Source: an optimization exercise on an open RTL-to-GDS flow (aim: small area, a short achievable clock period and few clock cycles per item). Production flows keep margins and buffers that such runs may drop.
Only simulation tests tie the RTL to the original design; equivalence was not proved.
No activity file was given, so power comes from the tool's default toggle rates.

// preemptive_priority_ready_queue
module preemptive_priority_ready_queue (
   input  logic        clock,
   input  logic        reset,
   input  logic        req_tvalid,
   output logic        req_tready,
   input  logic [23:0] req_tdata,   
   input  logic [1:0]  req_tuser,   
   output logic        rsp_tvalid,
   input  logic        rsp_tready,
   output logic [23:0] rsp_tdata,   
   output logic [1:0]  rsp_tuser,   
   input  logic        csr_psel,
   input  logic        csr_penable,
   input  logic        csr_pwrite,
   input  logic [2:0]  csr_paddr,
   input  logic [31:0] csr_pwdata,
   output logic [31:0] csr_prdata,
   output logic        csr_pready
);
For scale: ~2,200 cells after synthesis, about 330 flip-flops, about 130 I/O pins.
export LEC_CHECK = 0
export CAP_MARGIN = 20
export CORE_MARGIN = 2
export CORE_UTILIZATION = 40
export CTS_CLUSTER_DIAMETER = 80
export CTS_CLUSTER_SIZE = 20
export PLACE_DENSITY = 0.8
export SETUP_SLACK_MARGIN = 2.2
export SLEW_MARGIN = 20
create_clock -name core_clock -period 5.5 [get_ports {clock}]
run.sh (not shown) runs the stock make flow with config.mk's settings and CLKGATE_MAP_FILE= SYNTH_SCRIPT=/design/flow/synth_recipe.tcl, a recipe that flattens the netlist after the stock synthesis.
The baseline produced a clean layout.
Testbench counts at the start, summed over its fixed seeds: cycles 12,008, items 12,000.
Change:
- PLACE_DENSITY: 0.8 -> default
Outcome:
- The changed run finished with timing, DRC and antenna clean
- global-route usage decreases by 1.2 points
- setup slack gains 0.12 ns
- non-clock buffer count drops by 83
- cell count fell by 2.6%
- clock skew hardly moves
- hold slack hardly moves
- final area came out lower by 5.1%
- sequential cell count stays the same
- clock power is higher by about 10%
Change:
- SETUP_SLACK_MARGIN: 2.2 -> 2.4
Maximum frequency drops by 0.48%.
Utilization climbs by 5.2 points.
Count of clock-buffer cells in the layout climbs by 6.
Power climbs by about 3%.
Change:
- CTS_CLUSTER_DIAMETER: 80 -> default
- CTS_CLUSTER_SIZE: 20 -> default
- SETUP_SLACK_MARGIN: 2.4 -> 2.6
After rerunning: Maximum frequency shrinks by 1.6%. Total power went up by 13%. Wire length goes up by 2.2%. Design area rose by 7.7%. Sequential cell count does not change.
Change:
- CTS_CLUSTER_DIAMETER: default -> 80
- CTS_CLUSTER_SIZE: default -> 20
- SETUP_SLACK_MARGIN: 2.6 -> 2.3
=> Routed wire length went down by 2.2%. Core utilization falls by 7.0 points. Maximum frequency grows by 3.5%. Setup slack is better by 0.12 ns. Clock-buffer cell count decreases by 37. Hold slack hardly moves. Cell count goes down by 3.6%. Cell area drops by 12%. Global-route usage came out lower by 1.1 points.
Change:
- SETUP_SLACK_MARGIN: 2.3 -> 2.0
- The new run produced a clean layout
- global-route usage decreases by 2.1 points
- non-clock buffer count decreases by 53
- via count decreases by a few percent
- worst setup slack loses 0.24 ns
- core utilization decreases by 4.2 points
- hold slack loses 0.021 ns
- die area is unchanged

---

Setup of run A:
Starting RTL as in the previous note.
Design preemptive_priority_ready_queue, start of the top module:
module preemptive_priority_ready_queue (
   input  logic        clock,
   input  logic        reset,
   input  logic        req_tvalid,
   output logic        req_tready,
   input  logic [23:0] req_tdata,   
   input  logic [1:0]  req_tuser,   
   output logic        rsp_tvalid,
   input  logic        rsp_tready,
   output logic [23:0] rsp_tdata,   
   output logic [1:0]  rsp_tuser,   
   input  logic        csr_psel,
   input  logic        csr_penable,
   input  logic        csr_pwrite,
   input  logic [2:0]  csr_paddr,
   input  logic [31:0] csr_pwdata,
   output logic [31:0] csr_prdata,
   output logic        csr_pready
);
clock: 5.5 ns
lec_check: 0
cap_margin: 20
core_margin: 2
core_utilization: 40
cts_cluster_diameter: 80
cts_cluster_size: 20
setup_slack_margin: 2.2
slew_margin: 20
tns_end_percent: 10
Testbench counts of run A, summed over its fixed seeds: cycles 12,008, items 12,000.
Inputs modified between run A and run B:
Settings: TNS_END_PERCENT: 10 -> unset; CTS_CLUSTER_DIAMETER: 80 -> unset; SETUP_SLACK_MARGIN: 2.2 -> 2.0; CTS_CLUSTER_SIZE: 20 -> unset.
Findings:
- Compared with run A, run B shows ratio of final minimum period to clock period higher by 0.22 points.
- In the tables for run B and run A, depth of the critical timing path with buffers and inverters included reads higher with run A.
- Going from run A to run B, number of detailed-routing iterations run before antenna repair grows by 2.

[static timing again, ports no longer ideal]
How much do the figures lean on ideal ports? The routed layouts below were timed once more, with nothing changed but the port constraints.
Step 1 assumes that a clkbuf_16 drives the clock port and a buf_2 every other input.
Step 2 adds t to the input delays and takes it off the output delays; t is the mean of the earliest and latest rising clock arrival at the registers after step 1. Input paths then give back, and output paths get back, about the clock's delay inside the block.
Three values: no drivers, after step 1, after step 2; two values: the first two.
| run | t, ns | setup slack, ns | worst setup path at the end |
|---|---|---|---|
| the first run of note 1 | 0.630 | 2.069 / 1.992 / 1.362 | input to register |
| the second run of note 1 | 0.637 | 2.193 / 2.218 / 1.581 | input to register |
| the third run of note 1 | 0.639 | 2.177 / 2.133 / 1.494 | input to register |
| the fourth run of note 1 | 0.643 | 2.123 / 2.033 / 1.390 | input to register |
| the fifth run of note 1 | 0.640 | 2.238 / 2.189 / 1.549 | input to register |
| the sixth run of note 1 | 0.642 | 2.003 / 2.038 / 1.396 | input to register |
| run A | 0.635 | 2.031 / 2.032 / 1.397 | input to register |
| run B | 0.627 | 2.019 / 2.046 / 1.419 | input to register |
After both steps every run listed still meets setup and hold. The setup slack of the fourth run of note 1, which loses most, moves by -0.090 ns with the drivers and by -0.733 ns with both steps.
